From an optimization exercise on the open Yosys and OpenROAD flow, aimed at small area and a short achievable clock period; shortcuts taken in it are not production practice.
RTL that was checked went through simulation tests only; none was proved equivalent to the original.

== run a ==
==> flow/design.v (excerpt) <==
module conv3x3_mac
(
    input  logic                             clk,
    input  logic                             reset,
    input  logic                             conv_en,
    input  logic [9*16-1:0] filter_taps,
    input  logic [9*16-1:0] window_taps,
    output logic [16-1:0]           out_data,
    output logic                             out_we
);
Size: about 6,400 cells after synthesis.
==> flow/config.mk <==
export PLATFORM = sky130hd
export DESIGN_NAME = conv3x3_mac
export DESIGN_NICKNAME = conv3x3_mac
export VERILOG_FILES = /design/flow/design.v
export SDC_FILE = /design/flow/constraint.sdc
export NUM_CORES = 4
export LEC_CHECK = 0
export ABC_AREA = 1
export CAP_MARGIN = 20
export CORE_MARGIN = 2
export CORE_UTILIZATION = 55
export SETUP_SLACK_MARGIN = 5
export SLEW_MARGIN = 20
export SYNTH_HIERARCHICAL = 1
==> flow/constraint.sdc <==
create_clock -name core_clock -period 8.5 [get_ports {clk}]
set_input_delay 1.7000 -clock core_clock [delete_from_list [all_inputs] [get_ports {clk}]]
set_output_delay 1.7000 -clock core_clock [all_outputs]
set_load 0.01 [all_outputs]
standard.sh (not shown) runs the stock make flow with config.mk's settings and CLKGATE_MAP_FILE= SYNTH_SCRIPT=/design/flow/synth_recipe.tcl, a recipe that flattens the netlist after the stock synthesis.
==> flow/flow/run.sh <==
#!/bin/bash
# Layout flow: the standard ORFS flow (standard synthesis unchanged),
# except that buffer_ports makes the input and output port buffers from the
# smallest buffer, sky130_fd_sc_hd__buf_1, which the resizer may still size
# up where timing needs it. Each ORFS step keeps its own log under
# orfs/logs/; make's own output goes to flow_make.log here.
set -euo pipefail
bash standard.sh BUFFER_PORTS_ARGS="-buffer_cell sky130_fd_sc_hd__buf_1" finish > flow_make.log 2>&1
> inputs changed (run a -> run b)
--- a/flow/design.v
+++ b/flow/design.v
@@ -64,13 +64,13 @@
     input  logic [9*16-1:0] filter_taps,
     input  logic [9*16-1:0] window_taps,
     output logic [16-1:0]           out_data,
     output logic                             out_we
 );
     logic [143:0] f_q;
-    logic [4:0] vld;
+    logic [3:0] vld;
     logic [396:0] r2_q;
     logic [88:0] r3_q;
     logic [34:0] sum_a, sum_b;
     logic [7:0] one_0, two_0, neg_0;
     logic [7:0] one_d0, two_d0, neg_d0;
     logic [7:0] one_1, two_1, neg_1;
@@ -1442,15 +1442,15 @@
     end
     always_ff @(posedge clk)
     begin
         if (reset)
             vld <= '0;
         else
-            vld <= {vld[3:0], conv_en};
+            vld <= {vld[2:0], conv_en};
     end
-    assign out_we = vld[4];
+    assign out_we = vld[3];
     booth_encode u_booth_0 (.b(window_taps[0 +: 16]), .one(one_d0), .two(two_d0), .neg(neg_d0));
     booth_encode u_booth_1 (.b(window_taps[16 +: 16]), .one(one_d1), .two(two_d1), .neg(neg_d1));
     booth_encode u_booth_2 (.b(window_taps[32 +: 16]), .one(one_d2), .two(two_d2), .neg(neg_d2));
     booth_encode u_booth_3 (.b(window_taps[48 +: 16]), .one(one_d3), .two(two_d3), .neg(neg_d3));
     booth_encode u_booth_4 (.b(window_taps[64 +: 16]), .one(one_d4), .two(two_d4), .neg(neg_d4));
     booth_encode u_booth_5 (.b(window_taps[80 +: 16]), .one(one_d5), .two(two_d5), .neg(neg_d5));
@@ -3286,17 +3286,14 @@
         r3_q[84] <= fs1245;
         r3_q[85] <= fs1247;
         r3_q[86] <= fc1245;
         r3_q[87] <= fc1246;
         r3_q[88] <= fc1247;
     end
-    always_ff @(posedge clk)
-    begin
-        sum_a <= {1'b1, r3_q[87], r3_q[85], r3_q[83], r3_q[81], r3_q[79], r3_q[78], fc1177, fc1149, fc1118, fc1081, fs1081, fc995, fc946, fc891, fc833, fc769, fs769, fc631, fc560, fc489, fs488, fs427, fc312, r3_q[77], r3_q[75], r3_q[73], r3_q[71], r3_q[69], r3_q[67], r3_q[65], r3_q[63], r3_q[61], r3_q[59], r3_q[57]};
-        sum_b <= {1'b0, r3_q[88], r3_q[86], r3_q[84], r3_q[82], r3_q[80], fc1199, fs1199, fs1177, fs1149, fs1118, fc1041, fs1041, fs995, fs946, fs891, fs833, fc702, fs702, fs631, fs560, fs489, fs426, fs365, fs312, r3_q[76], r3_q[74], r3_q[72], r3_q[70], r3_q[68], r3_q[66], r3_q[64], r3_q[62], r3_q[60], r3_q[58]};
-    end
+    assign sum_a = {1'b1, r3_q[87], r3_q[85], r3_q[83], r3_q[81], r3_q[79], r3_q[78], fc1177, fc1149, fc1118, fc1081, fs1081, fc995, fc946, fc891, fc833, fc769, fs769, fc631, fc560, fc489, fs488, fs427, fc312, r3_q[77], r3_q[75], r3_q[73], r3_q[71], r3_q[69], r3_q[67], r3_q[65], r3_q[63], r3_q[61], r3_q[59], r3_q[57]};
+    assign sum_b = {1'b0, r3_q[88], r3_q[86], r3_q[84], r3_q[82], r3_q[80], fc1199, fs1199, fs1177, fs1149, fs1118, fc1041, fs1041, fs995, fs946, fs891, fs833, fc702, fs702, fs631, fs560, fs489, fs426, fs365, fs312, r3_q[76], r3_q[74], r3_q[72], r3_q[70], r3_q[68], r3_q[66], r3_q[64], r3_q[62], r3_q[60], r3_q[58]};
     logic [34:0] acc;
     logic [15:0] clamped;
     assign acc = sum_a + sum_b;
     result_saturate #(.SUM_W(35)) u_saturate (
         .sum     (acc),
         .clamped (clamped)
Results
- NOTE: post-synthesis area per instance in run b falls short of that of run a
- The non-clock buffer contribution to total cell area on run a is in line with that on run b.
- Changes observed in run b relative to run a: cell area after layout fell about 1.9%; sequential cell count fell about 7%.
The RTL of run a was laid out without a check of its function.

-- static timing again, ports no longer ideal --
How much do the figures lean on ideal ports? The routed layouts below were timed once more, with nothing changed but the port constraints. Step 1: set_driving_cell puts a clkbuf_16 on clk and a buf_2 on each other input, an assumption about the parent block. Step 2 times the ports against the registers' clock, not the clock port: input delays grow and output delays shrink by t, the midpoint of the rising clock arrivals with the driver on. Three values: ideal, step 1, step 2; two values: the first two.
run	t, ns	setup slack, ns	worst register clock-pin slew, ns
run a	0.830	4.985 / 4.985 / 4.985	0.07 / 0.07
run b	0.802	4.983 / 4.983 / 4.983	0.08 / 0.08
After both steps every run listed still meets setup and hold.
